From an optimization exercise on the open Yosys and OpenROAD flow, aimed at small area; shortcuts taken in it are not production practice. RTL that was checked went through simulation tests only; none was proved equivalent to the original. For run 2, only the layout was checked, not whether the RTL still works. The flow treats the clock pin as an ideal source, which a real chip does not have. Power figures rest on the tool's default switching activity, not on a simulated workload.

[flow/design.v]
module data_memory #(
  parameter int unsigned DATA_WIDTH = 32,
  parameter int unsigned ADDR_WIDTH = 6,
  parameter int unsigned DEPTH      = 2 ** ADDR_WIDTH
) (
  input  logic                  clk,
  input  logic                  rst,
  input  logic                  ce,
  input  logic                  we,
  input  logic [ADDR_WIDTH-1:0] address,
  input  logic [DATA_WIDTH-1:0] dataIn,
  output logic [DATA_WIDTH-1:0] dataOut
);
  logic [DATA_WIDTH-1:0] mem [DEPTH];
  logic [DEPTH-1:0]      valid;
  logic [DATA_WIDTH-1:0] rdata;
  always_comb begin
    rdata = '0;
    for (int i = 0; i < DEPTH; i++) begin
      rdata = rdata | ({DATA_WIDTH{valid[i] && (address == ADDR_WIDTH'(i))}} & mem[i]);
    end
  end
  always_ff @(posedge clk) begin
    if (ce && we && !rst) begin
      mem[address] <= dataIn;
    end
  end
  always_ff @(posedge clk or posedge rst) begin
    if (rst) begin
      valid   <= '0;
      dataOut <= '0;
    end else if (ce) begin
      if (we) begin
        valid[address] <= 1'b1;
      end else begin
        dataOut <= rdata;
      end
    end
  end
endmodule
[flow/run.sh]
#!/bin/bash
# synth_recipe.tcl (not shown) runs the flow's synth.tcl, then flattens the netlist and writes it again
# the make line also repeats each setting of config.mk as NAME=value (left out here)
make -C /OpenROAD-flow-scripts/flow DESIGN_CONFIG=/design/flow/config.mk WORK_HOME=/design/flow/orfs CLKGATE_MAP_FILE= SYNTH_SCRIPT=/design/flow/synth_recipe.tcl finish
[flow/config.mk]
export PLATFORM = sky130hd
export DESIGN_NAME = data_memory
export DESIGN_NICKNAME = data_memory
export VERILOG_FILES = /design/flow/design.v
export SDC_FILE = /design/flow/constraint.sdc
export NUM_CORES = 4
export LEC_CHECK = 0
export CAP_MARGIN = 20
export CORE_MARGIN = 2
export CORE_UTILIZATION = 40
export SLEW_MARGIN = 20
[flow/constraint.sdc]
create_clock -name core_clock -period 5.0 [get_ports {clk}]
set_input_delay 1.0000 -clock core_clock [delete_from_list [all_inputs] [get_ports {clk}]]
set_output_delay 1.0000 -clock core_clock [all_outputs]
set_load 0.01 [all_outputs]
==> results by group, run 1 <==
STA
  – Number of failing hold endpoints at the final stage: 0
  – Tightest Pin Transition: 1187 ps
  – Max Fclk: between 200 and 250 MHz
  – Final period demand of the worst path: 4580 ps
  – Final hold slack: 462.3 ps
  – Final worst-path cycle share: 91.59%
  – Layout Skew: around 47 ps
  – Max-Slew Margin vs Limit: 20.16%
  – Endpoints failing setup: 0
  – RSZ-0062 raised after global routing: false
  – Max Slew Vio Count: 0

Yosys
  – Yosys warnings: 1
  – Largest cells by area after synthesis: sky130_fd_sc_hd__edfxtp_1 79%, sky130_fd_sc_hd__a22oi_1 6.9%, sky130_fd_sc_hd__dfrtp_1 3.1%
  – Library cells used by synthesis: 70
  – Asr flop ratio synth: 4.478%
  – Post-synthesis cell count: 4286
  – Top-count cell post-synth: sky130_fd_sc_hd__edfxtp_1
  – Count of state elements after synthesis: 2144
  – Count of flip-flops with a built-in enable after synthesis: just over 2000
  – Share of Yosys cell area claimed by the top area cell type: 78.69%
  – Predominant post-synthesis flop cell: sky130_fd_sc_hd__edfxtp_1
  – Most common library cells after synthesis: 2048 x sky130_fd_sc_hd__edfxtp_1, 714 x sky130_fd_sc_hd__a22oi_1, 147 x sky130_fd_sc_hd__and3_1
  – Mean cell area of the mapped netlist: around 18 sq um
  – Post-synthesis instance area: 78150 sq um
  – Cell accounting for the most synthesized area: sky130_fd_sc_hd__edfxtp_1
  – Share of the yosys chip area belonging to registers: roughly four fifths

Job
  – Number of violations of the max-capacitance limit: 0

Global routing
  – Met1 capacity usage during global routing: between 40% and 50%
  – Via count of the first global-routing pass: 47860
  – Wire length of the first global-routing pass: 451500 um
  – Largest net degree at the start of global routing: 67
  – Global routing usage summed across all routing layers: 34.40%
  – Met2 usage in global routing: 50.46%
  – Number of antenna violations at the first check in global routing: 23
  – Highest-utilization routing layer at the global route stage: met2
  – Sum of overflow across all layers after global routing: 0
  – Fraction of met3 tracks used by global routing: 11.61%

Die
  – Die ar.: between 150000 and 200000 sq um
  – Boundary Pins: 74
  – Site Rows: 162
  – Initial core utilization: 40.16%
  – Placeable core region: 194600 sq um
  – DIE HEIGHT: roughly 450 um
  – Die width: 446.0 um

Final layout
  – Design Area, Final: a little over 90000 sq um
  – Layout Area Growth over Synthesis: 17.53%
  – Final Util: 47.20%
  – Ratio of cells with drive above 1 in the final layout: 17.65%
  – Net total in the final layout: 4752

Worst setup path
  – Buffers & Inverters on Critical Path: 5
  – Type of the worst setup path: primary input to register
  – Req. time, crit path: 5700 ps
  – Critical-path top delay cell: sky130_fd_sc_hd__nor4_1
  – Critical path, cell by cell: clkdlybuf4s50_1 > inv_1 > ha_1 > buf_4 > and3_2 > buf_4 > a2111oi_0 > buf_4 > nand3_1 > nor4_1 > a41oi_1
  – Setup slack, reg-to-reg: 1370 ps
  – Delay-heaviest family, CP: buffers and inverters
  – Crit start category: primary input
  – Critical path's largest stage delay: 1010 ps
  – Biggest fanout along the worst timing path: 14
  – Cell mode on critical path: sky130_fd_sc_hd__buf_4
  – Critical Path Sink Type: register
  – CP Data Arrival Time: 5280 ps

Route
  – Wirelength, routed: 347200 um
  – DR vias/cell: 7.075
  – DR DRC count: 0
  – Routed length per instance: 46.67 um
  – Length of the first detailed-routing pass in iterations: 9
  – DR vias: 52630
  – Post-detailed-route count of antenna-violating nets: 0
  – Initial drt markers: 11010

Power
  – Power share of the sequential group: 55.3%
  – Power density relative to cell area: 393.3 nW/um^2
  – Switch share: 21.73%
  – Combinational share of power: 2.9%
  – Relative contribution of the clock network to total power: about two fifths
  – Power after layout: 0.03613 W
  – Leakage power: 29.80 nW
  – Net Sw Power: 0.007850 W
  – Cell internal power dissipation: roughly 0.028 W
  – Worst-case vdd ir drop: between 0.3 and 0.4 mV

Clocking
  – Hold-fix buffers at CTS: 0
  – Clk sinks: 2144
  – CTS tree: done
  – CTS HTree Levels: 4
  – Gates resized, CTS repair: 0
  – Master cell of the clock root buffer: sky130_fd_sc_hd__clkbuf_16
  – Post-CTS Setup Inserts: 0
  – Number of buffers inserted during clock tree synthesis: 203
  – Clock Latency Late Sink: 880 ps
  – Bufs on Longest Clock Path: 3
  – Clock transition at path regs: about 60 ps

Placement
  – Placer congestion estimate: ~0.95
  – Number of buffer cells added on primary ports: 73
  – Placement-stage cell area: 85400 sq um
  – Estimated wirelength of the detail-placed design: 202800 um

Worst hold path
  – Kind of path behind the tightest hold check: register to register

Outcome
  – Outcome: finished clean
[kinds of logic (layout without fill, tap and decap cells)]
logic type      after synthesis  after routing  synth area share (%)
compound gates             1110           1110                 11.08
xor+xnor                      3              3               0.03363
simple gates                766            766                 5.532
buf+inv                     258            851                 1.507
fa+ha+maj                     5              5               0.08005
other cells                   0             17                     0
flops                      2144           2144                 81.77
[metal layers]
metal / vias to the layer above / wire length (um) / share of wire, %
met5: - / 108 / 0.031
met4: 14 / 28510 / 8.2
met3: 1412 / 56270 / 16
met2: 5717 / 148600 / 43
met1: 26690 / 113700 / 33
li1: 18790 / - / -
[layout by cell type (no fill, tap or decap), types with 43 or more instances in the layout]
master                      instances
sky130_fd_sc_hd__o21bai_1          57
sky130_fd_sc_hd__clkbuf_16        205
sky130_fd_sc_hd__edfxtp_1        2048
sky130_fd_sc_hd__clkinv_1          50
sky130_fd_sc_hd__clkinv_2          43
sky130_fd_sc_hd__a22o_1           103
sky130_fd_sc_hd__buf_12            87
sky130_fd_sc_hd__nor2_4            63
sky130_fd_sc_hd__and3_1           131
sky130_fd_sc_hd__nand3_1           71
sky130_fd_sc_hd__nand2_1          115
sky130_fd_sc_hd__a221oi_1          75
sky130_fd_sc_hd__dfrtp_1           96
sky130_fd_sc_hd__nand4_1          127
sky130_fd_sc_hd__buf_4            311
sky130_fd_sc_hd__clkbuf_1          44
sky130_fd_sc_hd__a22oi_1          714
[cell type report]
class                      instances  area [sq um]
fill                           16180        102700
sequential                      2144         63900
multi-input combinational       1884         13720
clock buffer                     261          5460
timing repair buffer             463          4602
tap                             2542          3181
clock inverter                   118         905.9
antenna                           17         42.54
inverter                           9         38.79
[through the flow]
step / cells / setup TNS, ps / worst slack (ps)
2_1_floorplan: 4286 / 0 / 880.7
3_3_place_gp: 7041 / -720.9 / -377.4
3_5_place_dp: 7041 / -404.1 / -231.2
4_1_cts: 7420 / 0 / 670.0
5_1_grt: 7426 / 0 / 505.3
6_report: 7438 / 0 / 420.5
[flip-flops by register name, indices dropped and copies added (netlist names)]
signal,flops
valid,64
dataOut,32
mem,2048
[power by group through the flow]
stage          Sequential, W  Combinational [W]  Clock, W
3_5_place_dp          0.0203            0.00102         0
5_1_grt               0.0200            0.00108    0.0157
6_report              0.0200            0.00106    0.0151
4_1_cts               0.0200            0.00102    0.0150
3_3_place_gp          0.0203           0.000999         0
2_1_floorplan         0.0203           0.000321         0
[final timing paths]
path                                  startpoint                       to  cells past startpoint
hold / removal             valid[56]$_DFFE_PP0P_    valid[56]$_DFFE_PP0P_                      1
setup reg to reg           valid[32]$_DFFE_PP0P_  dataOut[15]$_DFFE_PP0P_                      8
setup / recovery                      address[0]   dataOut[5]$_DFFE_PP0P_                     11
max in group asynchronous                    rst   dataOut[1]$_DFFE_PP0P_                      3
min in group asynchronous                    rst    valid[32]$_DFFE_PP0P_                      2
hold reg to reg            valid[56]$_DFFE_PP0P_    valid[56]$_DFFE_PP0P_                      1
[worst reg2reg max path: cells and delay by family (launching register included)]
family / cells / cell delay, ps
compound gates: 2 / 1240
buf+inv: 2 / 530
flops: 1 / 430
simple gates: 4 / 1350
==> run 2: changes to the inputs <==
==> flow/design.v (replaced) <==
module data_memory_aoi3 (
  input  logic s0, s1, s2,
  input  logic d0, d1, d2,
  output logic y_n
);
  assign y_n = ~((s0 & d0) | (s1 & d1) | (s2 & d2));
endmodule
module data_memory #(
  parameter int unsigned DATA_WIDTH = 32,
  parameter int unsigned ADDR_WIDTH = 6,
  parameter int unsigned DEPTH      = 2 ** ADDR_WIDTH
) (
  input  logic                  clk,
  input  logic                  rst,
  input  logic                  ce,
  input  logic                  we,
  input  logic [ADDR_WIDTH-1:0] address,
  input  logic [DATA_WIDTH-1:0] dataIn,
  output logic [DATA_WIDTH-1:0] dataOut
);
  localparam int unsigned NTERM = DEPTH + 1;
  localparam int unsigned NGRP  = (NTERM + 2) / 3;
  logic [DATA_WIDTH-1:0] mem [DEPTH];
  logic [DEPTH-1:0]      valid;
  logic rd, wr;
  assign rd = ce && !we;
  assign wr = ce && we && !rst;
  logic [3*NGRP-1:0]            tsel;
  logic [DATA_WIDTH-1:0]        tdat [3*NGRP];
  always_comb begin
    for (int i = 0; i < 3 * NGRP; i++) begin
      tsel[i] = 1'b0;
      tdat[i] = '0;
    end
    for (int i = 0; i < DEPTH; i++) begin
      tsel[i] = rd && valid[i] && (address == ADDR_WIDTH'(i));
      tdat[i] = mem[i];
    end
    tsel[DEPTH] = !rd;
    tdat[DEPTH] = dataOut;
  end
  logic [DATA_WIDTH-1:0] term_n [NGRP];
  for (genvar g = 0; g < NGRP; g++) begin : g_grp
    for (genvar b = 0; b < DATA_WIDTH; b++) begin : g_bit
      data_memory_aoi3 u_aoi (
        .s0(tsel[3*g]), .s1(tsel[3*g+1]), .s2(tsel[3*g+2]),
        .d0(tdat[3*g][b]), .d1(tdat[3*g+1][b]), .d2(tdat[3*g+2][b]),
        .y_n(term_n[g][b])
      );
    end
  end
  logic [DATA_WIDTH-1:0] dnext;
  always_comb begin
    dnext = '0;
    for (int g = 0; g < NGRP; g++) begin
      dnext = dnext | ~term_n[g];
    end
  end
  always_ff @(posedge clk) begin
    if (wr) begin
      mem[address] <= dataIn;
    end
  end
  always_ff @(posedge clk or posedge rst) begin
    if (rst) begin
      valid <= '0;
    end else if (wr) begin
      valid[address] <= 1'b1;
    end
  end
  always_ff @(posedge clk or posedge rst) begin
    if (rst) begin
      dataOut <= '0;
    end else begin
      dataOut <= dnext;
    end
  end
endmodule
==> flow/config.mk (replaced) <==
export PLATFORM = sky130hd
export DESIGN_NAME = data_memory
export DESIGN_NICKNAME = data_memory
export VERILOG_FILES = /design/flow/design.v
export SDC_FILE = /design/flow/constraint.sdc
export NUM_CORES = 4
export LEC_CHECK = 0
export CAP_MARGIN = 0
export CORE_MARGIN = 2
export CORE_UTILIZATION = 65
export CTS_BUF_LIST = sky130_fd_sc_hd__clkbuf_8
export CTS_CLUSTER_SIZE = 30
export SLEW_MARGIN = 0
export SYNTH_HIERARCHICAL = 1
export SYNTH_MINIMUM_KEEP_SIZE = 0
==> run 2 against run 1 <==
Global-route usage increased by 4.7 points. Synthesized cell count decreased by 20%. Clock skew increased by 3.8 ps. Largest power group unchanged. Worst setup slack improved by 25 ps. Cell count decreased by 21%. Still clean.
==> results by group, run 2 <==
Outcome
  – Outcome: finished clean

STA
  – Max Slew Vio Count: 0 (unchanged)
  – Number of failing hold endpoints at the final stage: 0 (unchanged)
  – Final worst-path cycle share: 91.09% (-0.50 points)
  – Max Fclk: 219.6 MHz (+0.55%)
  – Endpoints failing setup: 0 (unchanged)
  – Layout Skew: 51.11 ps (+3.830 ps)
  – Tightest Pin Transition: 1374 ps (+187.5 ps)
  – RSZ-0062 raised after global routing: false
  – Post-Route Setup TNS: 0 ps (unchanged)
  – Final hold slack: 347.3 ps (-115.0 ps)
  – Max-Slew Margin vs Limit: 8.389% (-12 points)
  – Final period demand of the worst path: 4554 ps (-25.19 ps)

Yosys
  – Cell accounting for the most synthesized area: sky130_fd_sc_hd__edfxtp_1
  – Library cells used by synthesis: 49 (-30%)
  – Post-synthesis instance area: 74470 sq um (-4.7%)
  – Post-synthesis cell count: 3411 (-20%)
  – Share of Yosys cell area claimed by the top area cell type: 82.59% (+3.9 points)
  – Top-count cell post-synth: sky130_fd_sc_hd__edfxtp_1
  – Yosys warnings: 10 (+9)
  – Asr flop ratio synth: 4.478% (unchanged)
  – Predominant post-synthesis flop cell: sky130_fd_sc_hd__edfxtp_1
  – Count of flip-flops with a built-in enable after synthesis: 2048 (unchanged)
  – Count of state elements after synthesis: 2144 (unchanged)
  – Most common library cells after synthesis: 2048 x sky130_fd_sc_hd__edfxtp_1, 704 x sky130_fd_sc_hd__a222oi_1, 163 x sky130_fd_sc_hd__nand4_1
  – Share of the yosys chip area belonging to registers: 85.81% (+4.0 points)
  – Largest cells by area after synthesis: sky130_fd_sc_hd__edfxtp_1 83%, sky130_fd_sc_hd__a222oi_1 9.5%, sky130_fd_sc_hd__dfrtp_1 3.2%
  – Mean cell area of the mapped netlist: 21.83 sq um (+20%)

Worst setup path
  – Buffers & Inverters on Critical Path: 4 (-1)
  – CP Data Arrival Time: 5380 ps (+100 ps)
  – Crit start category: primary input
  – Biggest fanout along the worst timing path: 28 (+14)
  – Delay-heaviest family, CP: simple AND/OR/NAND/NOR gates
  – Critical Path Sink Type: register
  – Type of the worst setup path: primary input to register
  – Critical path's largest stage delay: 1070 ps (+60 ps)
  – Req. time, crit path: 5830 ps (+130 ps)
  – Cell mode on critical path: sky130_fd_sc_hd__buf_4
  – Critical path, cell by cell: clkdlybuf4s50_1 > ha_1 > buf_4 > and2_1 > and3_1 > buf_4 > buf_4 > a222oi_1 > nand4_1 > nor4_1 > nand4_1
  – Critical-path top delay cell: sky130_fd_sc_hd__nor4_1

Placement
  – Estimated wirelength of the detail-placed design: 128200 um (-37%)
  – Placement-stage cell area: 79610 sq um (-6.8%)
  – Placer congestion estimate: 0.9048 (-4.6%)
  – Number of buffer cells added on primary ports: 73 (unchanged)

Clocking
  – Post-CTS Setup Inserts: 0 (unchanged)
  – CTS tree: done
  – Bufs on Longest Clock Path: 4 (+1)
  – Number of buffers inserted during clock tree synthesis: 338 (+67%)
  – Clock transition at path regs: 60 ps (about the same)
  – CTS HTree Levels: 5 (+1)
  – Master cell of the clock root buffer: sky130_fd_sc_hd__clkbuf_8
  – Clock Latency Late Sink: 1000 ps (+120 ps)
  – Gates resized, CTS repair: 0 (unchanged)
  – Clk sinks: 2144 (unchanged)
  – Hold-fix buffers at CTS: 0 (unchanged)

Global routing
  – Via count of the first global-routing pass: 42790 (-11%)
  – Wire length of the first global-routing pass: 315100 um (-30%)
  – Largest net degree at the start of global routing: 66 (-1.5%)
  – Global routing usage summed across all routing layers: 39.10% (+4.7 points)
  – Number of antenna violations at the first check in global routing: 20 (-13%)
  – Sum of overflow across all layers after global routing: 0 (unchanged)

Final layout
  – Registers with the most flip-flops: mem x2048, valid x64, dataOut x32
  – Most common cell after layout, fill and taps aside: sky130_fd_sc_hd__edfxtp_1
  – Max reg flops: 2048 (unchanged)
  – Design Area, Final: 85350 sq um (-7.1%)
  – Net total in the final layout: 4132 (-13%)
  – Biggest register: mem
  – Final Util: 74.84% (+28 points)
  – Ratio of cells with drive above 1 in the final layout: 18.08% (+0.43 points)
  – Layout Area Growth over Synthesis: 14.61%
  – Most used cells in the layout excluding fill and tap cells: 2048 x sky130_fd_sc_hd__edfxtp_1, 704 x sky130_fd_sc_hd__a222oi_1, 346 x sky130_fd_sc_hd__clkbuf_8, 209 x sky130_fd_sc_hd__buf_4, 163 x sky130_fd_sc_hd__nand4_1

Route
  – Post-detailed-route count of antenna-violating nets: 0 (unchanged)
  – Wirelength, routed: 228100 um (-34%)
  – Routed length per instance: 39.03 um (-16%)
  – DR DRC count: 0 (unchanged)
  – Initial drt markers: 10070 (-8.5%)
  – Length of the first detailed-routing pass in iterations: 12 (+3)
  – DR vias: 44060 (-16%)
  – DR vias/cell: 7.539 (+6.6%)

Die
  – Placeable core region: 114000 sq um (-41%)
  – Site Rows: 124 (-23%)
  – Initial core utilization: 65.30% (+25 points)
  – Boundary Pins: 74 (unchanged)
  – DIE HEIGHT: 342.5 um (-23%)
  – Die width: 342.5 um (-23%)
  – Die ar.: 117300 sq um (-41%)

Worst hold path
  – Kind of path behind the tightest hold check: primary input to register

Power
  – Power density relative to cell area: 392.9 nW/um^2 (-0.12%)
  – Leakage power: 27.44 nW (-7.9%)
  – Worst-case vdd ir drop: 0.3512 mV (+2.8%)

Job
  – Number of violations of the max-capacitance limit: 0 (unchanged)
[run 2: changes by cell type in the layout (fill, tap and decap cells not counted), moves of 48 or more]
cell and change:
sky130_fd_sc_hd__clkbuf_16 -205, sky130_fd_sc_hd__a221oi_1 -75, sky130_fd_sc_hd__a222oi_1 +687, sky130_fd_sc_hd__a22oi_1 -714, sky130_fd_sc_hd__buf_12 -62, sky130_fd_sc_hd__inv_1 +126, sky130_fd_sc_hd__clkbuf_8 +334, sky130_fd_sc_hd__a22o_1 -103
sky130_fd_sc_hd__buf_4 -102, sky130_fd_sc_hd__o21bai_1 -48, sky130_fd_sc_hd__nand2_1 -101, sky130_fd_sc_hd__conb_1 +64, sky130_fd_sc_hd__and3_1 -84, sky130_fd_sc_hd__nand3_1 -64
[run 2: worst register-to-register path, cell delays in order, from the launching register on]
cell and delay (ps):
sky130_fd_sc_hd__dfrtp_1 380, sky130_fd_sc_hd__and3_1 160, sky130_fd_sc_hd__buf_4 270, sky130_fd_sc_hd__buf_4 250
sky130_fd_sc_hd__a222oi_1 360, sky130_fd_sc_hd__nand4_1 700, sky130_fd_sc_hd__nor4_1 1080, sky130_fd_sc_hd__nand4_1 180
[run 2: Yosys stat by module, one instance, submodules excluded]
module,times used,flip-flops and latches,cells inside
data_memory_aoi3,704,0,1
data_memory,1,2144,2707
[run 2: report_power, final]
part	switching [W]	leakage [nW]	total, W	internal (W)
clock	0.00643	3.40	0.0129	0.00643
sequential	0.0000941	19.6	0.0199	0.0198
combinational	0.000585	4.42	0.000791	0.000206
[run 2: metrics by stage]
stage / setup slack [ps] / instances / total power, W
floorplan: 14.21 / 3474 / 0.02043
global placement: -575.1 / 5257 / 0.02098
finish: 445.7 / 5844 / 0.03353
detailed placement: -487.7 / 5257 / 0.02102
CTS: 549.4 / 5838 / 0.03358
global route: 402.1 / 5839 / 0.03441
[run 2: layout make-up]
type                    instances  area [sq um]
diodes                          6         15.01
clock buffers                 346          4762
clock inverters               235         963.4
fillers                      6524         28690
inverters                       7         28.78
multi-input cells            1287         11140
flip-flops and latches       2144         63900
well taps                    1512          1892
repair buffers                307          2640
[run 2: per-layer routing]
layer	global-route usage (%)	share of wire, %	vias to the layer above
li1	-	-	17370
met1	54.18	34	22110
met2	57.49	45	3999
met3	12.42	16	567
met4	18.51	4.9	12
met5	0	0.037	-
[run 2: path summary, 6_finish.rpt]
kind	start	endpoint	slack [ps]	cells after the start
min in group asynchronous	rst	valid[20]$_DFFE_PP0P_	670	2
min reg2reg	valid[17]$_DFFE_PP0P_	valid[17]$_DFFE_PP0P_	460	1
max reg2reg	valid[51]$_DFFE_PP0P_	dataOut[1]$_DFF_PP0_	1490	7
min	dataIn[20]	mem[25][20]$_DFFE_PP_	350	1
max in group asynchronous	rst	dataOut[9]$_DFF_PP0_	3300	3
max	address[1]	dataOut[1]$_DFF_PP0_	450	11
[run 2: logic make-up after synthesis]
family,share of synthesized area [%]
other,0.005036
buffers and inverters,0.2470
and+or+nand+nor,3.466
adders and majority gates,0.08401
xor gates and xnor gates,0.04705
DFF,85.81
AOI/OAI and AO/OA,10.34
==> run 3: changes to the inputs <==
--- a/flow/design.v
+++ b/flow/design.v
@@ -19,7 +19,8 @@
   output logic [DATA_WIDTH-1:0] dataOut
 );
   localparam int unsigned NTERM = DEPTH + 1;
-  localparam int unsigned NGRP  = (NTERM + 2) / 3;
+  localparam int unsigned NGRP  = (NTERM + 2) / 3;   
+  localparam int unsigned NLAST = NTERM - 3 * (NGRP - 1);
   logic [DATA_WIDTH-1:0] mem [DEPTH];
   logic [DEPTH-1:0]      valid;
   logic rd, wr;
@@ -42,11 +43,17 @@
   logic [DATA_WIDTH-1:0] term_n [NGRP];
   for (genvar g = 0; g < NGRP; g++) begin : g_grp
     for (genvar b = 0; b < DATA_WIDTH; b++) begin : g_bit
-      data_memory_aoi3 u_aoi (
-        .s0(tsel[3*g]), .s1(tsel[3*g+1]), .s2(tsel[3*g+2]),
-        .d0(tdat[3*g][b]), .d1(tdat[3*g+1][b]), .d2(tdat[3*g+2][b]),
-        .y_n(term_n[g][b])
-      );
+      if (g < NGRP - 1 || NLAST == 3) begin : g_aoi3
+        data_memory_aoi3 u_aoi (
+          .s0(tsel[3*g]), .s1(tsel[3*g+1]), .s2(tsel[3*g+2]),
+          .d0(tdat[3*g][b]), .d1(tdat[3*g+1][b]), .d2(tdat[3*g+2][b]),
+          .y_n(term_n[g][b])
+        );
+      end else if (NLAST == 2) begin : g_aoi2
+        assign term_n[g][b] = ~((tsel[3*g] & tdat[3*g][b]) | (tsel[3*g+1] & tdat[3*g+1][b]));
+      end else begin : g_one
+        assign term_n[g][b] = ~(tsel[3*g] & tdat[3*g][b]);
+      end
     end
   end
   logic [DATA_WIDTH-1:0] dnext;
==> flow/flow/run.sh (new file) <==
#!/bin/bash
# The standard layout, with three changes: the clock tree is built without
# dummy loads (large sink clusters on clkbuf_16), and ports are buffered
# with buf_1, and gates off the critical paths are downsized after global routing. Every tool's output goes to the ORFS logs; make's own output
# goes to flow_make.log here.
set -euo pipefail
export CTS_ARGS="-sink_clustering_enable -repair_clock_nets -sink_clustering_size 26 -sink_clustering_max_diameter 80 -buf_list sky130_fd_sc_hd__clkbuf_16 -dont_use_dummy_load"
export BUFFER_PORTS_ARGS="-buffer_cell sky130_fd_sc_hd__buf_1"
export RECOVER_POWER=100
bash standard.sh finish > flow_make.log 2>&1
==> flow/standard.sh (new file) <==
#!/bin/bash
# synth_recipe.tcl (not shown) runs the flow's synth.tcl, then flattens the netlist and writes it again
# the make line also repeats each setting of config.mk as NAME=value (left out here)
make -C /OpenROAD-flow-scripts/flow DESIGN_CONFIG=/design/flow/config.mk WORK_HOME=/design/flow/orfs CLKGATE_MAP_FILE= SYNTH_SCRIPT=/design/flow/synth_recipe.tcl "${@:-finish}"
==> flow/config.mk (replaced) <==
export PLATFORM = sky130hd
export DESIGN_NAME = data_memory
export DESIGN_NICKNAME = data_memory
export VERILOG_FILES = /design/flow/design.v
export SDC_FILE = /design/flow/constraint.sdc
export NUM_CORES = 4
export LEC_CHECK = 0
export CAP_MARGIN = 10
export CORE_MARGIN = 2
export CORE_UTILIZATION = 65
export CTS_BUF_LIST = sky130_fd_sc_hd__clkbuf_16
export CTS_CLUSTER_DIAMETER = 80
export CTS_CLUSTER_SIZE = 26
export SLEW_MARGIN = 10
export SYNTH_HIERARCHICAL = 1
export SYNTH_MINIMUM_KEEP_SIZE = 0
removed: flow/run.sh
==> run 3 against run 2 <==
Now fails the layout checks on max-capacitance violations, max-slew violations. Clock-buffer cell count down 253. Combinational power decreased by 9.9%. Largest cell class unchanged. Sequential cell count unchanged. Die area barely moved. Sequential power hardly changed. Cell area is 5.3% lower. Clock skew is 4.0 ps lower. Non-clock buffer count increased by 11. Sequential share of layout area is 4.2 points higher. Utilization shrank 4.0 points. Critical path type unchanged. Register-to-register slack got worse by 90 ps.
==> results by group, run 3 <==
Outcome
  – Outcome: failed layout checks
  – Violated layout checks: max-capacitance violations, max-slew violations

Power
  – Switch share: 19.78% (-1.4 points)
  – Power density relative to cell area: 358.4 nW/um^2 (-8.8%)
  – Clock group: 0.00833 W (-35%)
  – Power share of the sequential group: 68.8% (+9.5 points)
  – Leakage power: 25.59 nW (-6.7%)
  – Relative contribution of the clock network to total power: 28.8% (-9.5 points)
  – Logic power comb: 0.000713 W (-9.9%)
  – Worst-case vdd ir drop: 0.3207 mV (-8.7%)
  – Power after layout: 0.02896 W (-14%)
  – Net Sw Power: 0.005730 W (-19%)
  – Cell internal power dissipation: 0.02323 W (-12%)
  – Combinational share of power: 2.5% (about the same)
  – Dominant power group: registers
  – Seq group: 0.0199 W (about the same)

STA
  – Endpoints failing setup: 0 (unchanged)
  – Layout Skew: 47.14 ps (-3.979 ps)
  – Final period demand of the worst path: 4678 ps (+123.2 ps)
  – Number of failing hold endpoints at the final stage: 0 (unchanged)
  – Max Slew Vio Count: 3167 (+3167)
  – Tightest Pin Transition: 3759 ps (+2385 ps)
  – Final worst-path cycle share: 93.55% (+2.5 points)
  – RSZ-0062 raised after global routing: false
  – Post-Route Setup TNS: 0 ps (unchanged)
  – Max Fclk: 213.8 MHz (-2.6%)
  – Max-Slew Margin vs Limit: -150.6% (-160 points)

Yosys
  – Synth Area in Simple Gates: 3.226% (-0.24 points)
  – Mean cell area of the mapped netlist: 21.64 sq um (-0.87%)
  – Most common library cells after synthesis: 2048 x sky130_fd_sc_hd__edfxtp_1, 672 x sky130_fd_sc_hd__a222oi_1, 161 x sky130_fd_sc_hd__nand4_1
  – Post-synthesis instance area: 74470 sq um (about the same)
  – Count of state elements after synthesis: 2144 (unchanged)
  – Asr flop ratio synth: 4.478% (unchanged)
  – Adder-cell area share of the yosys netlist: 0.08401% (about the same)
  – XOR/XNOR Fraction of Synth Area: 0.03528% (-0.012 points)
  – Top-count cell post-synth: sky130_fd_sc_hd__edfxtp_1
  – Largest cells by area after synthesis: sky130_fd_sc_hd__edfxtp_1 83%, sky130_fd_sc_hd__a222oi_1 9.0%, sky130_fd_sc_hd__dfrtp_1 3.2%
  – Yosys warnings: 11 (+1)
  – Mux share of post-synthesis cell area: 0% (unchanged)
  – Count of flip-flops with a built-in enable after synthesis: 2048 (unchanged)
  – Area fraction in compound gates after synthesis: 10.54% (+0.20 points)
  – Combinational family with the most area after synthesis: compound AO/OA/AOI/OAI gates
  – Cell accounting for the most synthesized area: sky130_fd_sc_hd__edfxtp_1
  – Predominant post-synthesis flop cell: sky130_fd_sc_hd__edfxtp_1
  – Share of the yosys chip area belonging to registers: 85.81% (about the same)
  – Post-synthesis cell count: 3441 (+0.88%)
  – Library cells used by synthesis: 44 (-10%)
  – Share of Yosys cell area claimed by the top area cell type: 82.58% (about the same)

Placement
  – Number of buffer cells added on primary ports: 73 (unchanged)
  – Number of placed instances with taps included: 5226 (-0.59%)
  – Placer congestion estimate: 0.9829 (+8.6%)
  – Estimated wirelength of the detail-placed design: 135900 um (+6.1%)
  – Placement-stage cell area: 79110 sq um (-0.63%)

Worst setup path
  – Critical-path top delay cell: sky130_fd_sc_hd__nor2_1
  – Depth of the worst register-to-register path: 7 (unchanged)
  – Req. time, crit path: 5370 ps (-460 ps)
  – Biggest fanout along the worst timing path: 17 (-39%)
  – Worst Setup SP: address[4]
  – Delay-heaviest family, CP: buffers and inverters
  – Reg2reg end: dataOut[7]$_DFF_PP0_
  – Origin of the critical flop-to-flop path: valid[48]$_DFFE_PP0P_
  – Type of the worst setup path: primary input to register
  – Cell mode on critical path: sky130_fd_sc_hd__clkbuf_1
  – Critical Path Sink Type: register
  – Setup slack, reg-to-reg: 1400 ps (-90 ps)
  – CP Data Arrival Time: 5050 ps (-330 ps)
  – Critical Path Stages: 7 (-4)
  – Crit start category: primary input
  – Critical path, cell by cell: clkbuf_1 > nor2b_1 > clkbuf_1 > nand2b_1 > clkbuf_1 > nor2_1 > clkbuf_2
  – Buffers & Inverters on Critical Path: 4 (unchanged)
  – Capturing element of the worst setup path: mem[18][17]$_DFFE_PP_
  – Critical path's largest stage delay: 1540 ps (+470 ps)

Route
  – Routed length per instance: 43.46 um (+11%)
  – DR vias/cell: 7.955 (+5.5%)
  – DR DRC count: 0 (unchanged)
  – Post-detailed-route count of antenna-violating nets: 0 (unchanged)
  – Initial drt markers: 9719 (-3.5%)
  – DR vias: 42490 (-3.6%)
  – Length of the first detailed-routing pass in iterations: 10 (-2)
  – Wirelength, routed: 232100 um (+1.8%)

Global routing
  – Global routing usage summed across all routing layers: 39.55% (+0.45 points)
  – Met2 usage in global routing: 58.32% (+0.83 points)
  – Met1 capacity usage during global routing: 54.54% (+0.36 points)
  – Number of antenna violations at the first check in global routing: 29 (+45%)
  – Fraction of met3 tracks used by global routing: 12.12% (-0.29 points)
  – Sum of overflow across all layers after global routing: 0 (unchanged)
  – Largest net degree at the start of global routing: 65 (-1.5%)
  – Via count of the first global-routing pass: 40000 (-6.5%)
  – Wire length of the first global-routing pass: 315400 um (+0.12%)
  – Highest-utilization routing layer at the global route stage: met2

Die
  – Boundary Pins: 74 (unchanged)
  – Initial core utilization: 65.31% (about the same)
  – DIE HEIGHT: 342.5 um (about the same)
  – Die width: 342.5 um (about the same)
  – Die ar.: 117300 sq um (about the same)
  – Placeable core region: 114000 sq um (unchanged)
  – Site Rows: 124 (unchanged)

Final layout
  – Net total in the final layout: 3856 (-6.7%)
  – Final instance count without filler cells: 5341 (-8.6%)
  – Design Area, Final: 80810 sq um (-5.3%)
  – Layout Area Growth over Synthesis: 8.513%
  – Number of inserted filler cells in the final layout: 6905 (+5.8%)
  – Area taken by multi-input logic gates: 10660 sq um (-4.4%)
  – Registers with the most flip-flops: mem x2048, valid x64, dataOut x32
  – Ratio of cells with drive above 1 in the final layout: 8.800% (-9.3 points)
  – Most used cells in the layout excluding fill and tap cells: 2048 x sky130_fd_sc_hd__edfxtp_1, 672 x sky130_fd_sc_hd__a222oi_1, 161 x sky130_fd_sc_hd__nand4_1, 118 x sky130_fd_sc_hd__clkbuf_1, 98 x sky130_fd_sc_hd__buf_4
  – Max reg flops: 2048 (unchanged)
  – Biggest register: mem
  – Reg area: 63900 sq um (unchanged)
  – Most common cell after layout, fill and taps aside: sky130_fd_sc_hd__edfxtp_1

Worst hold path
  – Worst Hold Depth: 1 (unchanged)
  – Kind of path behind the tightest hold check: register to register
  – Hold path startpoint: valid[24]$_DFFE_PP0P_
  – Hold Crit Endpoint: valid[24]$_DFFE_PP0P_

Clocking
  – Post-CTS Setup Inserts: 0 (unchanged)
  – Master cell of the clock root buffer: sky130_fd_sc_hd__clkbuf_16
  – Bufs on Longest Clock Path: 3 (-1)
  – Clk sinks: 2144 (unchanged)
  – Gates resized, CTS repair: 0 (unchanged)
  – CTS tree: done
  – CTS HTree Levels: 3 (-2)
  – Hold-fix buffers at CTS: 0 (unchanged)
  – Number of buffers inserted during clock tree synthesis: 93 (-72%)
  – Clock Latency Late Sink: 730 ps (-270 ps)
  – Clock transition at path regs: 100 ps (+40 ps)

Job
  – Number of violations of the max-capacitance limit: 79 (+79)
## run 3: layer usage
metal / routed length (um) / vias to the layer above
met3: 37810 / 508
met4: 12780 / 24
met1: 77290 / 21670
li1: - / 16590
met5: 157 / -
met2: 104100 / 3693
## run 3: modules after synthesis (local to each module, per instance)
module            cells  copies in the design
data_memory_aoi3      1                   672
data_memory        2769                     1
## run 3: how the worst max path moves through the flow
| stage | start | endpoint | slack (ps) |
|---|---|---|---|
| 4_1_cts | address[4] | dataOut[7]$_DFF_PP0_ | 920 |
| 2_1_floorplan | rst | mem[63][0]$_DFFE_PP_ | 520 |
| 3_5_place_dp | address[4] | dataOut[7]$_DFF_PP0_ | 170 |
| 3_3_place_gp | address[4] | dataOut[7]$_DFF_PP0_ | 150 |
## run 3: final cells by class
class                   instances  area share [%]
inverters                       4         0.02322
diodes                         22         0.06813
multi-input cells            1248           13.19
flip-flops and latches       2144           79.07
repair buffers                318           2.426
clock buffers                  93           2.880
well taps                    1512           2.341
## run 3: cell families after synthesis
kind of cell,after synthesis
xor+xnor,3
simple gates,428
compound gates,812
flops,2144
fa+ha+maj,5
buf+inv,49
## run 3: power groups by stage
stage	clock network (W)	registers [W]	logic, W
after detailed placement	0	0.0203	0.000714
after CTS	0.00835	0.0199	0.000714
after floorplan	0	0.0202	0.000179
after global placement	0	0.0203	0.000685
## run 3: per-stage QoR
stage	util, %	hold WS (ps)	setup WS [ps]
global route	70.83	466.2	358.9
global placement	69.37	430.0	147.4
finish	70.87	458.7	322.4
floorplan	-	419.8	524.9
CTS	71.41	458.0	922.1
detailed placement	69.37	436.0	167.9
==> run 4: changes to the inputs <==
==> flow/flow/run.sh (replaced) <==
#!/bin/bash
# The standard layout, with two changes: the clock tree is built without
# dummy loads (large sink clusters on clkbuf_16), and ports are buffered
# with buf_1. Every tool's output goes to the ORFS logs; make's own output
# goes to flow_make.log here.
set -euo pipefail
export CTS_ARGS="-sink_clustering_enable -repair_clock_nets -sink_clustering_size 26 -sink_clustering_max_diameter 80 -buf_list sky130_fd_sc_hd__clkbuf_16 -dont_use_dummy_load"
export BUFFER_PORTS_ARGS="-buffer_cell sky130_fd_sc_hd__buf_1"
bash standard.sh finish > flow_make.log 2>&1
==> run 4 against run 3 <==
The run now finishes clean. Power is essentially flat. Sequential share of layout area decreased by 0.66 points. Critical path type unchanged. Critical endpoint is now dataOut[17]$_DFF_PP0_. Sequential power hardly changed. Cell area up 0.84%. Non-clock buffer count stayed put. First-iteration DRC count grew 0.57%.
==> results by group, run 4 <==
STA
  – Max-Slew Margin vs Limit: 13.07% (+160 points)
  – Post-Route Setup TNS: 0 ps (unchanged)
  – Tightest Pin Transition: 1304 ps (-2455 ps)
  – Final worst-path cycle share: 84.96% (-8.6 points)
  – Max Fclk: 235.4 MHz (+10%)
  – Final hold slack: 464.5 ps (+5.795 ps)
  – Max Slew Vio Count: 0 (-100%)
  – Final period demand of the worst path: 4248 ps (-429.6 ps)
  – RSZ-0062 raised after global routing: false
  – Layout Skew: 53.42 ps (+6.285 ps)
  – Endpoints failing setup: 0 (unchanged)
  – Number of failing hold endpoints at the final stage: 0 (unchanged)

Power
  – Power after layout: 0.02897 W (about the same)
  – Worst-case vdd ir drop: 0.3209 mV (about the same)
  – Leakage power: 26.06 nW (+1.8%)
  – Power density relative to cell area: 355.5 nW/um^2 (-0.80%)

Global routing
  – Via count of the first global-routing pass: 40000 (unchanged)
  – Global routing usage summed across all routing layers: 39.55% (unchanged)
  – Sum of overflow across all layers after global routing: 0 (unchanged)
  – Wire length of the first global-routing pass: 315400 um (unchanged)
  – Number of antenna violations at the first check in global routing: 28 (-3.4%)
  – Largest net degree at the start of global routing: 65 (unchanged)

Worst setup path
  – Crit start category: primary input
  – Critical path's largest stage delay: 740 ps (-800 ps)
  – Req. time, crit path: 5620 ps (+250 ps)
  – Type of the worst setup path: primary input to register
  – Buffers & Inverters on Critical Path: 2 (-2)
  – CP Data Arrival Time: 4870 ps (-180 ps)
  – Critical-path top delay cell: sky130_fd_sc_hd__nand4_1
  – Critical Path Sink Type: register
  – Delay-heaviest family, CP: simple AND/OR/NAND/NOR gates
  – Biggest fanout along the worst timing path: 32 (+15)
  – Critical path, cell by cell: buf_1 > inv_1 > ha_1 > nand2_1 > nor3_1 > and3_2 > a222oi_1 > nand4_1 > or4_1 > a211o_1

Route
  – Length of the first detailed-routing pass in iterations: 10 (unchanged)
  – Top layer reached by signal wires: met5
  – DR vias: 42840 (+0.82%)
  – Met2 wire length: 104900 um (+0.72%)
  – Initial drt markers: 9774 (+0.57%)
  – Routed length per instance: 43.48 um (about the same)
  – Post-detailed-route count of antenna-violating nets: 0 (unchanged)
  – Wirelength, routed: 232200 um (about the same)
  – DR vias/cell: 8.020 (+0.82%)
  – Post-route met1 wirelength: 78710 um (+1.8%)
  – DR DRC count: 0 (unchanged)
  – Met3 wire length: 36210 um (-4.2%)

Yosys
  – Share of the yosys chip area belonging to registers: 85.81% (unchanged)
  – Yosys warnings: 11 (unchanged)
  – Post-synthesis instance area: 74470 sq um (unchanged)
  – Count of flip-flops with a built-in enable after synthesis: 2048 (unchanged)
  – Predominant post-synthesis flop cell: sky130_fd_sc_hd__edfxtp_1
  – Library cells used by synthesis: 44 (unchanged)
  – Post-synthesis cell count: 3441 (unchanged)
  – Mean cell area of the mapped netlist: 21.64 sq um (unchanged)
  – Count of state elements after synthesis: 2144 (unchanged)
  – Asr flop ratio synth: 4.478% (unchanged)
  – Top-count cell post-synth: sky130_fd_sc_hd__edfxtp_1
  – Cell accounting for the most synthesized area: sky130_fd_sc_hd__edfxtp_1
  – Share of Yosys cell area claimed by the top area cell type: 82.58% (unchanged)
  – Largest cells by area after synthesis: sky130_fd_sc_hd__edfxtp_1 83%, sky130_fd_sc_hd__a222oi_1 9.0%, sky130_fd_sc_hd__dfrtp_1 3.2%
  – Most common library cells after synthesis: 2048 x sky130_fd_sc_hd__edfxtp_1, 672 x sky130_fd_sc_hd__a222oi_1, 161 x sky130_fd_sc_hd__nand4_1

Die
  – Die width: 342.5 um (unchanged)
  – Initial core utilization: 65.31% (unchanged)
  – Site Rows: 124 (unchanged)
  – Die ar.: 117300 sq um (unchanged)
  – Placeable core region: 114000 sq um (unchanged)
  – DIE HEIGHT: 342.5 um (unchanged)
  – Boundary Pins: 74 (unchanged)

Outcome
  – Outcome: finished clean

Final layout
  – Registers with the most flip-flops: mem x2048, valid x64, dataOut x32
  – Max reg flops: 2048 (unchanged)
  – Biggest register: mem
  – Ratio of cells with drive above 1 in the final layout: 12.40% (+3.6 points)
  – Layout Area Growth over Synthesis: 9.425%
  – Design Area, Final: 81490 sq um (+0.84%)
  – Most used cells in the layout excluding fill and tap cells: 2048 x sky130_fd_sc_hd__edfxtp_1, 672 x sky130_fd_sc_hd__a222oi_1, 221 x sky130_fd_sc_hd__buf_4, 161 x sky130_fd_sc_hd__nand4_1, 96 x sky130_fd_sc_hd__dfrtp_1
  – Net total in the final layout: 3856 (unchanged)
  – Most common cell after layout, fill and taps aside: sky130_fd_sc_hd__edfxtp_1

Clocking
  – Master cell of the clock root buffer: sky130_fd_sc_hd__clkbuf_16
  – Clock Latency Late Sink: 740 ps (about the same)
  – Gates resized, CTS repair: 0 (unchanged)
  – Clock transition at path regs: 100 ps (about the same)
  – Hold-fix buffers at CTS: 0 (unchanged)
  – Post-CTS Setup Inserts: 0 (unchanged)
  – Bufs on Longest Clock Path: 3 (unchanged)
  – CTS HTree Levels: 3 (unchanged)
  – Clk sinks: 2144 (unchanged)
  – Number of buffers inserted during clock tree synthesis: 93 (unchanged)
  – CTS tree: done

Placement
  – Placement-stage cell area: 79110 sq um (unchanged)
  – Estimated wirelength of the detail-placed design: 135900 um (unchanged)
  – Placer congestion estimate: 0.9829 (unchanged)
  – Number of buffer cells added on primary ports: 73 (unchanged)

Job
  – Number of violations of the max-capacitance limit: 0 (-100%)

Worst hold path
  – Kind of path behind the tightest hold check: register to register
-- run 4: per-layer routing --
layer	vias up	GRT usage, %
met5	-	0
met4	24	19.65
met1	21980	54.54
met3	531	12.12
met2	3689	58.32
li1	16620	-
-- run 4: cells by family after synthesis --
family | after synthesis | share of synthesized area [%]
AO/OA/AOI/OAI | 812 | 10.54
XOR/XNOR | 3 | 0.03529
buffers and inverters | 49 | 0.3058
flip-flops | 2144 | 85.81
AND/OR/NAND/NOR | 428 | 3.226
adder cells (fa/ha/maj) | 5 | 0.08401
-- run 4: final timing paths --
check                                            from                     to  cells after the start  slack (ps)
worst max-delay path                       address[0]  dataOut[17]$_DFF_PP0_                     10         750
worst min-delay path            valid[28]$_DFFE_PP0P_  valid[28]$_DFFE_PP0P_                      1         460
worst max register to register  valid[48]$_DFFE_PP0P_   dataOut[7]$_DFF_PP0_                      7        1460
worst min register to register  valid[28]$_DFFE_PP0P_  valid[28]$_DFFE_PP0P_                      1         460
max in group asynchronous                         rst  dataOut[23]$_DFF_PP0_                      4        2960
min in group asynchronous                         rst  valid[61]$_DFFE_PP0P_                      3         630
-- run 4: metrics by stage --
| stage | instances | worst slack [ps] | utilization, % |
|---|---|---|---|
| 3_3_place_gp | 5226 | 147.4 | 69.37 |
| 5_1_grt | 5325 | 712.1 | 71.43 |
| 2_1_floorplan | 3441 | 524.9 | - |
| 6_report | 5341 | 752.1 | 71.46 |
| 3_5_place_dp | 5226 | 167.9 | 69.37 |
| 4_1_cts | 5319 | 922.1 | 71.41 |
-- run 4: modules after synthesis, one instance, submodules excluded --
module	cells inside	times used
data_memory	2769	1
data_memory_aoi3	1	672
-- run 4: layout make-up --
cell class                      instances  area, sq um
Tap cell                             1512         1892
Antenna cell                           22        55.05
Clock buffer                           93         2327
Inverter                                4        18.77
Multi-Input combinational cell       1248        10840
Timing Repair Buffer                  318         2454
Fill cell                            6761        32540
Sequential cell                      2144        63900
-- run 4: power breakdown --
group          switching [W]  internal (W)  total, W
registers           0.000134        0.0197    0.0199
logic               0.000601      0.000136  0.000737
clock network        0.00503       0.00333   0.00836
==> run 5: changes to the inputs <==
==> flow/flow/run.sh (replaced) <==
#!/bin/bash
# The standard layout, with three changes: the clock tree is built without
# dummy loads (large sink clusters on clkbuf_16); ports are buffered with
# buf_1; and after CTS, combinational cells are downsized where slack, slew
# and capacitance allow (flow/post_cts.tcl). Every tool's output goes to the
# ORFS logs; make's own output goes to flow_make.log here.
set -euo pipefail
here=$(pwd)
export CTS_ARGS="-sink_clustering_enable -repair_clock_nets -sink_clustering_size 26 -sink_clustering_max_diameter 80 -buf_list sky130_fd_sc_hd__clkbuf_16 -dont_use_dummy_load"
export BUFFER_PORTS_ARGS="-buffer_cell sky130_fd_sc_hd__buf_1"
export POST_CTS_TCL="$here/flow/post_cts.tcl"
bash standard.sh finish > flow_make.log 2>&1
==> flow/flow/downsize.tcl (new file) <==
# Downsize combinational cells to the smallest drive strength that keeps
# slack, slew and capacitance within limits. Flip-flops and the clock tree
# are left alone.
proc ds_area {lc} {
  set m [[ord::get_db] findMaster [get_name $lc]]
  return [expr {[$m getWidth] * [$m getHeight]}]
}
proc ds_ok {min_setup min_hold} {
  if {[sta::max_slew_violation_count] > $::ds_slew0} { return 0 }
  if {[sta::max_capacitance_violation_count] > $::ds_cap0} { return 0 }
  if {[sta::worst_slack_cmd max] < $min_setup * 1e-9} { return 0 }
  if {[sta::worst_slack_cmd min] < $min_hold * 1e-9} { return 0 }
  return 1
}
proc downsize_all {min_setup min_hold} {
  estimate_parasitics -placement
  set ::ds_slew0 [sta::max_slew_violation_count]
  set ::ds_cap0 [sta::max_capacitance_violation_count]
  set saved 0
  set n 0
  foreach inst [get_cells *] {
    set m [[sta::sta_to_db_inst $inst] getMaster]
    set name [$m getName]
    if {![regexp {^sky130_fd_sc_hd__} $name]} continue
    if {[regexp {df|edf|dl|clkbuf|clkinv|tap|fill|decap|diode|conb} $name]} continue
    set lc [get_lib_cells $name]
    if {$lc eq ""} continue
    if {![regexp {^(sky130_fd_sc_hd__[a-z0-9]+)_([0-9]+)$} $name -> base drive]} continue
    if {[regexp {df|edf|dl|clkbuf|clkinv|tap|fill|decap|diode|conb} $base]} continue
    set a0 [ds_area $lc]
    set cands {}
    foreach c [get_lib_cells ${base}_*] {
      if {[regexp {lpflow|probe} [get_name $c]]} continue
      set a [ds_area $c]
      if {$a < $a0} { lappend cands [list $a [get_name $c]] }
    }
    if {$cands eq {}} continue
    foreach c [lsort -real -index 0 $cands] {
      set cn [lindex $c 1]
      replace_cell $inst $cn
      if {[ds_ok $min_setup $min_hold]} {
        set saved [expr {$saved + $a0 - [lindex $c 0]}]
        incr n
        break
      }
      replace_cell $inst $name
    }
  }
  puts "downsize: $n cells, [format %.1f [expr {$saved / 1e6}]] um2 saved"
}
==> flow/flow/post_cts.tcl (new file) <==
# Runs at the end of the CTS step (ORFS POST_CTS_TCL hook): downsize
# combinational cells that synthesis and repair made larger than needed,
# then repair any slew or capacitance the smaller cells leave short of the
# margins, and legalise the placement again.
source [file join [file dirname [info script]] downsize.tcl]
downsize_all 0.5 0.1
estimate_parasitics -placement
repair_design -slew_margin 10 -cap_margin 10 -match_cell_footprint
detailed_placement
check_placement -verbose
estimate_parasitics -placement
report_worst_slack -max
report_worst_slack -min
==> run 5 against run 4 <==
The layout now fails its checks (negative setup slack). Power about the same. Non-clock buffer count rose by 10. Largest cell class unchanged. Clock-buffer cell count stayed put. Routed wire length up 0.10%. Clock skew is 3.5 ps lower. Sequential share of layout area is 1.3 points higher. Cell area is 1.6% lower. Clock power hardly changed. Maximum frequency is 15% lower. Via count shrank 0.43%. Critical endpoint is now dataOut[2]$_DFF_PP0_. Cell count about the same. Register-to-register slack worse by 310 ps.
==> results by group, run 5 <==
Outcome
  – Outcome: failed layout checks
  – Violated layout checks: negative setup slack

Placement
  – Number of placed instances with taps included: 5226 (unchanged)
  – Number of buffer cells added on primary ports: 73 (unchanged)
  – Placer congestion estimate: 0.9829 (unchanged)
  – Estimated wirelength of the detail-placed design: 135900 um (unchanged)

Die
  – Die ar.: 117300 sq um (unchanged)
  – Initial core utilization: 65.31% (unchanged)
  – Boundary Pins: 74 (unchanged)
  – Die width: 342.5 um (unchanged)
  – Site Rows: 124 (unchanged)
  – Placeable core region: 114000 sq um (unchanged)
  – DIE HEIGHT: 342.5 um (unchanged)

Final layout
  – Ratio of cells with drive above 1 in the final layout: 8.279% (-4.1 points)
  – Most used cells in the layout excluding fill and tap cells: 2048 x sky130_fd_sc_hd__edfxtp_1, 672 x sky130_fd_sc_hd__a222oi_1, 161 x sky130_fd_sc_hd__nand4_1, 146 x sky130_fd_sc_hd__buf_1, 117 x sky130_fd_sc_hd__buf_2
  – Biggest register: mem
  – Final instance count without filler cells: 5345 (+0.075%)
  – Net total in the final layout: 3866 (+0.26%)
  – Most common cell after layout, fill and taps aside: sky130_fd_sc_hd__edfxtp_1
  – Number of inserted filler cells in the final layout: 7035 (+4.1%)
  – Max reg flops: 2048 (unchanged)
  – Layout Area Growth over Synthesis: 7.649%
  – Registers with the most flip-flops: mem x2048, valid x64, dataOut x32

Worst setup path
  – Biggest fanout along the worst timing path: 32 (unchanged)
  – CP Data Arrival Time: 5690 ps (+820 ps)
  – Critical Path Sink Type: register
  – Type of the worst setup path: primary input to register
  – Crit start category: primary input
  – Req. time, crit path: 5660 ps (+40 ps)

Global routing
  – Sum of overflow across all layers after global routing: 0 (unchanged)
  – Wire length of the first global-routing pass: 316100 um (+0.21%)
  – Number of antenna violations at the first check in global routing: 18 (-36%)
  – Largest net degree at the start of global routing: 65 (unchanged)
  – Global routing usage summed across all routing layers: 39.66% (+0.10 points)
  – Via count of the first global-routing pass: 39880 (-0.30%)

STA
  – Final period demand of the worst path: 5026 ps (+778.1 ps)
  – Fin worst setup slack: -26.05 ps (-778.1 ps)
  – Final worst-path cycle share: 100.5% (+16 points)
  – Tightest Pin Transition: 1363 ps (+58.65 ps)
  – RSZ-0062 raised after global routing: false
  – Max Slew Vio Count: 0 (unchanged)
  – Number of failing hold endpoints at the final stage: 0 (unchanged)
  – Max-Slew Margin vs Limit: 9.157% (-3.9 points)
  – Endpoints failing setup: 1 (+1)
  – Layout Skew: 49.93 ps (-3.489 ps)
  – Max Fclk: 199.0 MHz (-15%)

Route
  – Initial drt markers: 9907 (+1.4%)
  – DR DRC count: 0 (unchanged)
  – DR vias/cell: 7.980 (-0.50%)
  – Post-detailed-route count of antenna-violating nets: 0 (unchanged)
  – DR vias: 42650 (-0.43%)
  – Wirelength, routed: 232500 um (+0.10%)
  – Length of the first detailed-routing pass in iterations: 10 (unchanged)
  – Routed length per instance: 43.49 um (about the same)

Yosys
  – Most common library cells after synthesis: 2048 x sky130_fd_sc_hd__edfxtp_1, 672 x sky130_fd_sc_hd__a222oi_1, 161 x sky130_fd_sc_hd__nand4_1
  – Cell accounting for the most synthesized area: sky130_fd_sc_hd__edfxtp_1
  – Yosys warnings: 11 (unchanged)
  – Asr flop ratio synth: 4.478% (unchanged)
  – Post-synthesis cell count: 3441 (unchanged)
  – Library cells used by synthesis: 44 (unchanged)
  – Predominant post-synthesis flop cell: sky130_fd_sc_hd__edfxtp_1
  – Share of the yosys chip area belonging to registers: 85.81% (unchanged)
  – Post-synthesis instance area: 74470 sq um (unchanged)
  – Largest cells by area after synthesis: sky130_fd_sc_hd__edfxtp_1 83%, sky130_fd_sc_hd__a222oi_1 9.0%, sky130_fd_sc_hd__dfrtp_1 3.2%
  – Count of flip-flops with a built-in enable after synthesis: 2048 (unchanged)
  – Mean cell area of the mapped netlist: 21.64 sq um (unchanged)
  – Top-count cell post-synth: sky130_fd_sc_hd__edfxtp_1
  – Count of state elements after synthesis: 2144 (unchanged)
  – Share of Yosys cell area claimed by the top area cell type: 82.58% (unchanged)

Worst hold path
  – Kind of path behind the tightest hold check: register to register

Clocking
  – Clock transition at path regs: 100 ps (about the same)
  – Clock Latency Late Sink: 740 ps (about the same)
  – Clk sinks: 2144 (unchanged)
  – CTS tree: done

Power
  – Combinational share of power: 2.5% (about the same)
  – Worst-case vdd ir drop: 0.3185 mV (-0.76%)
  – Leakage power: 25.63 nW (-1.6%)
  – Switch share: 19.84% (-0.043 points)
  – Power share of the sequential group: 68.7% (about the same)
  – Net Sw Power: 0.005743 W (-0.31%)
  – Power density relative to cell area: 361.0 nW/um^2 (+1.6%)
  – Power after layout: 0.02894 W (about the same)
  – Relative contribution of the clock network to total power: 28.9% (about the same)
  – Cell internal power dissipation: 0.02320 W (about the same)

Job
  – Number of violations of the max-capacitance limit: 0 (unchanged)
run 5: per-module statistics from Yosys, one instance, submodules excluded:
module | times used | area [sq um] | cells inside | flip-flops and latches
data_memory | 1 | 67740 | 2769 | 2144
data_memory_aoi3 | 672 | 10.01 | 1 | 0
run 5: final cells by class:
type,count,area (sq um),share of cell area [%]
well taps,1512,1892,2.360
inverters,4,18.77,0.02341
clock buffers,93,2327,2.903
repair buffers,328,1615,2.015
multi-input cells,1248,10370,12.94
diodes,16,40.04,0.04994
flip-flops and latches,2144,63900,79.71
run 5: final timing paths:
path,start,depth (start not counted),to,slack (ps)
setup reg to reg,valid[44]$_DFFE_PP0P_,7,dataOut[17]$_DFF_PP0_,1150
min in group asynchronous,rst,3,valid[61]$_DFFE_PP0P_,830
hold reg to reg,valid[24]$_DFFE_PP0P_,1,valid[24]$_DFFE_PP0P_,460
setup / recovery,address[2],11,dataOut[2]$_DFF_PP0_,-30
hold / removal,valid[24]$_DFFE_PP0P_,1,valid[24]$_DFFE_PP0P_,460
max in group asynchronous,rst,4,dataOut[23]$_DFF_PP0_,2560
run 5: routing by layer:
| layer | global-route usage, % | up-vias | wire length, um | part of all wire, % |
|---|---|---|---|---|
| li1 | - | 16620 | - | - |
| met1 | 54.97 | 21720 | 77560 | 33 |
| met2 | 58.30 | 3745 | 103700 | 45 |
| met3 | 11.78 | 548 | 37610 | 16 |
| met4 | 20.04 | 20 | 13440 | 5.8 |
| met5 | 0 | - | 131 | 0.056 |
run 5: cell families (layout without fill, tap and decap cells):
group                      after synthesis  count (layout)  share of synthesized area, %
AOI/OAI and AO/OA                      812             812                         10.54
xor gates and xnor gates                 3               3                       0.03529
other                                    0              16                             0
buffers and inverters                   49             425                        0.3058
adders and majority gates                5               5                       0.08401
DFF                                   2144            2144                         85.81
and+or+nand+nor                        428             428                         3.226
run 5: power by group through the flow:
stage | clock (W) | sequential (W) | combinational (W)
2_1_floorplan | 0 | 0.0202 | 0.000179
3_3_place_gp | 0 | 0.0203 | 0.000685
3_5_place_dp | 0 | 0.0203 | 0.000714
5_1_grt | 0.00891 | 0.0199 | 0.000737
6_report | 0.00835 | 0.0199 | 0.000716
run 5: stage by stage:
step | setup TNS [ps] | setup slack, ps | util (%) | hold WS, ps | instance area, sq um
after global placement | 0 | 147.4 | 69.37 | 430.0 | 79110
final | -26.05 | -26.05 | 70.30 | 457.2 | 80170
after floorplan | 0 | 524.9 | - | 419.8 | 74480
after global routing | 0 | 89.04 | 70.28 | 466.3 | 80140
after detailed placement | 0 | 167.9 | 69.37 | 436.0 | 79110
run 5: critical path: stages:
cell and delay [ps]:
sky130_fd_sc_hd__buf_1 270, sky130_fd_sc_hd__buf_1 640, sky130_fd_sc_hd__nand2b_1 300, sky130_fd_sc_hd__nor3_1 910, sky130_fd_sc_hd__and3_1 270, sky130_fd_sc_hd__buf_2 710
sky130_fd_sc_hd__a222oi_1 190, sky130_fd_sc_hd__nand4_1 130, sky130_fd_sc_hd__buf_1 630, sky130_fd_sc_hd__or4_1 440, sky130_fd_sc_hd__a211o_1 150
==> run 6: changes to the inputs <==
--- a/flow/flow/downsize.tcl
+++ b/flow/flow/downsize.tcl
@@ -6,6 +6,7 @@
   return [expr {[$m getWidth] * [$m getHeight]}]
 }
 proc ds_ok {min_setup min_hold} {
+  estimate_parasitics -placement
   if {[sta::max_slew_violation_count] > $::ds_slew0} { return 0 }
   if {[sta::max_capacitance_violation_count] > $::ds_cap0} { return 0 }
   if {[sta::worst_slack_cmd max] < $min_setup * 1e-9} { return 0 }
@@ -48,3 +49,4 @@
   }
   puts "downsize: $n cells, [format %.1f [expr {$saved / 1e6}]] um2 saved"
 }
+
==> run 6 against run 5 <==
The run now finishes clean. Worst setup slack gained 180 ps. Sequential cell count is the same. Die area is the same. Area after synthesis is the same. Register-to-register slack gained 260 ps. Utilization is essentially flat. Clock skew grew 2.7 ps. Clock power is essentially flat. Sequential power is essentially flat. Non-clock buffer count shrank 1. Via count shrank 0.22%. Critical path type unchanged. Largest power group unchanged.
==> results by group, run 6 <==
Clocking
  – CTS tree: done
  – Clock transition at path regs: 100 ps (about the same)
  – Clk sinks: 2144 (unchanged)
  – Clock Latency Late Sink: 730 ps (about the same)

Final layout
  – Registers with the most flip-flops: mem x2048, valid x64, dataOut x32
  – Net total in the final layout: 3865 (-0.026%)
  – Biggest register: mem
  – Ratio of cells with drive above 1 in the final layout: 8.386% (+0.11 points)
  – Number of inserted filler cells in the final layout: 7028 (-0.10%)
  – Most used cells in the layout excluding fill and tap cells: 2048 x sky130_fd_sc_hd__edfxtp_1, 672 x sky130_fd_sc_hd__a222oi_1, 161 x sky130_fd_sc_hd__nand4_1, 141 x sky130_fd_sc_hd__buf_1, 121 x sky130_fd_sc_hd__buf_2
  – Most common cell after layout, fill and taps aside: sky130_fd_sc_hd__edfxtp_1
  – Layout Area Growth over Synthesis: 7.661% (about the same)
  – Reg area: 63900 sq um (unchanged)
  – Design Area, Final: 80180 sq um (about the same)
  – Area taken by multi-input logic gates: 10370 sq um (unchanged)
  – Max reg flops: 2048 (unchanged)
  – Final Util: 70.31% (about the same)

Route
  – Post-detailed-route count of antenna-violating nets: 0 (unchanged)
  – Routed length per instance: 43.38 um (-0.26%)
  – DR DRC count: 0 (unchanged)
  – Length of the first detailed-routing pass in iterations: 11 (+1)
  – DR vias: 42560 (-0.22%)
  – DR vias/cell: 7.954 (-0.33%)
  – Wirelength, routed: 232100 um (-0.15%)
  – Initial drt markers: 9885 (-0.22%)

Worst setup path
  – Critical path's largest stage delay: 800 ps (-110 ps)
  – Delay-heaviest family, CP: buffers and inverters
  – Type of the worst setup path: primary input to register
  – Critical-path top delay cell: sky130_fd_sc_hd__nand4_1
  – Buffers & Inverters on Critical Path: 4 (unchanged)
  – Req. time, crit path: 5620 ps (-40 ps)
  – Crit start category: primary input
  – CP Data Arrival Time: 5470 ps (-220 ps)
  – Cell mode on critical path: sky130_fd_sc_hd__buf_1
  – Critical path, cell by cell: buf_1 > buf_1 > nor4_1 > buf_1 > and3_1 > buf_2 > a222oi_1 > nand4_1 > a21oi_1 > nand4_1 > a211o_1
  – Biggest fanout along the worst timing path: 32 (unchanged)
  – Critical Path Sink Type: register
  – Origin of the critical flop-to-flop path: valid[50]$_DFFE_PP0P_
  – Worst Setup SP: address[2]

STA
  – Final period demand of the worst path: 4844 ps (-182.0 ps)
  – Number of failing hold endpoints at the final stage: 0 (unchanged)
  – Final worst-path cycle share: 96.88% (-3.6 points)
  – Max Fclk: 206.4 MHz (+3.8%)
  – Layout Skew: 52.62 ps (+2.685 ps)
  – Tightest Pin Transition: 1330 ps (-32.71 ps)
  – Final hold slack: 457.6 ps (+0.4110 ps)
  – Endpoints failing setup: 0 (-1)
  – Max-Slew Margin vs Limit: 11.34% (+2.2 points)
  – Max Slew Vio Count: 0 (unchanged)
  – RSZ-0062 raised after global routing: false
  – Post-Route Setup TNS: 0 ps (+26.05 ps)

Global routing
  – Via count of the first global-routing pass: 39900 (+0.068%)
  – Largest net degree at the start of global routing: 65 (unchanged)
  – Global routing usage summed across all routing layers: 39.62% (about the same)
  – Wire length of the first global-routing pass: 315900 um (about the same)
  – Number of antenna violations at the first check in global routing: 29 (+11)
  – Sum of overflow across all layers after global routing: 0 (unchanged)

Power
  – Leakage power: 25.64 nW (about the same)
  – Worst-case vdd ir drop: 0.3194 mV (+0.28%)
  – Power after layout: 0.02894 W (about the same)
  – Power density relative to cell area: 361.0 nW/um^2 (about the same)

Placement
  – Placer congestion estimate: 0.9829 (unchanged)
  – Number of buffer cells added on primary ports: 73 (unchanged)
  – Estimated wirelength of the detail-placed design: 135900 um (unchanged)
  – Placement-stage cell area: 79110 sq um (unchanged)

Yosys
  – Mean cell area of the mapped netlist: 21.64 sq um (unchanged)
  – Cell accounting for the most synthesized area: sky130_fd_sc_hd__edfxtp_1
  – Top-count cell post-synth: sky130_fd_sc_hd__edfxtp_1
  – Post-synthesis instance area: 74470 sq um (unchanged)
  – Library cells used by synthesis: 44 (unchanged)
  – Share of Yosys cell area claimed by the top area cell type: 82.58% (unchanged)
  – Yosys warnings: 11 (unchanged)
  – Post-synthesis cell count: 3441 (unchanged)
  – Predominant post-synthesis flop cell: sky130_fd_sc_hd__edfxtp_1
  – Share of the yosys chip area belonging to registers: 85.81% (unchanged)
  – Asr flop ratio synth: 4.478% (unchanged)
  – Largest cells by area after synthesis: sky130_fd_sc_hd__edfxtp_1 83%, sky130_fd_sc_hd__a222oi_1 9.0%, sky130_fd_sc_hd__dfrtp_1 3.2%
  – Count of state elements after synthesis: 2144 (unchanged)
  – Most common library cells after synthesis: 2048 x sky130_fd_sc_hd__edfxtp_1, 672 x sky130_fd_sc_hd__a222oi_1, 161 x sky130_fd_sc_hd__nand4_1
  – Count of flip-flops with a built-in enable after synthesis: 2048 (unchanged)

Worst hold path
  – Hold path startpoint: valid[24]$_DFFE_PP0P_
  – Kind of path behind the tightest hold check: register to register

Job
  – Number of violations of the max-capacitance limit: 0 (unchanged)

Die
  – Boundary Pins: 74 (unchanged)
  – Placeable core region: 114000 sq um (unchanged)
  – Initial core utilization: 65.31% (unchanged)
  – Site Rows: 124 (unchanged)
  – Die width: 342.5 um (unchanged)
  – DIE HEIGHT: 342.5 um (unchanged)
  – Die ar.: 117300 sq um (unchanged)

Outcome
  – Outcome: finished clean
==> run 6: cell counts after synthesis <==
Identical to the previous run, type by type.
==> run 6: layer usage <==
| layer | share of wire [%] | wire, um | up-vias | global-route usage (%) |
|---|---|---|---|---|
| met2 | 45 | 103800 | 3676 | 58.27 |
| met1 | 33 | 76990 | 21700 | 54.00 |
| met3 | 16 | 37490 | 537 | 12.71 |
| li1 | - | - | 16620 | - |
| met4 | 5.9 | 13650 | 26 | 20.27 |
| met5 | 0.079 | 184 | - | 0.9395 |
==> run 6: Yosys stat by module (local to each module, per instance) <==
module / flip-flops and latches / times used / cells inside
data_memory: 2144 / 1 / 2769
data_memory_aoi3: 0 / 672 / 1
==> run 6: logic make-up after synthesis <==
logic type / count (synthesis) / share of synthesized area, %
flip-flops: 2144 / 85.81
buffers and inverters: 49 / 0.3058
XOR/XNOR: 3 / 0.03529
adder cells (fa/ha/maj): 5 / 0.08401
AO/OA/AOI/OAI: 812 / 10.54
AND/OR/NAND/NOR: 428 / 3.226
==> run 6: stage by stage <==
| stage | instances | setup slack (ps) |
|---|---|---|
| after floorplan | 3441 | 524.9 |
| after global placement | 5226 | 147.4 |
| after detailed placement | 5226 | 167.9 |
| after global routing | 5336 | 222.3 |
| final | 5351 | 155.9 |
==> run 6: path summary, 6_finish.rpt <==
kind / to / slack, ps / cells after the start
max in group asynchronous: dataOut[23]$_DFF_PP0_ / 2550 / 4
min reg2reg: valid[24]$_DFFE_PP0P_ / 460 / 1
max reg2reg: dataOut[7]$_DFF_PP0_ / 1410 / 7
min: valid[24]$_DFFE_PP0P_ / 460 / 1
min in group asynchronous: valid[61]$_DFFE_PP0P_ / 830 / 3
max: dataOut[17]$_DFF_PP0_ / 160 / 11
==> run 6: worst reg2reg max path, cell delays in order (launching register included) <==
cell and delay [ps]:
sky130_fd_sc_hd__dfrtp_1 400, sky130_fd_sc_hd__and3_1 140, sky130_fd_sc_hd__buf_2 480, sky130_fd_sc_hd__a222oi_1 710, sky130_fd_sc_hd__nand4_1 180, sky130_fd_sc_hd__a21oi_1 310, sky130_fd_sc_hd__nand4_1 730, sky130_fd_sc_hd__a211o_1 540
==> run 6: power by group <==
group / leakage [nW] / internal, W / switching [W] / total, W
clock: 1.15 / 0.00333 / 0.00502 / 0.00835
sequential: 19.7 / 0.0197 / 0.000133 / 0.0199
combinational: 4.78 / 0.000125 / 0.000589 / 0.000714
total: 25.6 / 0.0232 / 0.00574 / 0.0289
==> run 6: final cells by class <==
type                            count  area share (%)
Tap cell                         1512           2.360
Antenna cell                       23         0.07179
Clock buffer                       93           2.903
Sequential cell                  2144           79.70
Inverter                            4         0.02341
Timing Repair Buffer              327           2.004
Multi-Input combinational cell   1248           12.94

Check on run 6: ideal ports give 0.156 ns setup slack; a clkbuf_16 on the clock port and buf_2 on the inputs give 0.144 ns; moving port delays by the midpoint clock arrival (0.787 ns) as well gives -0.644 ns.
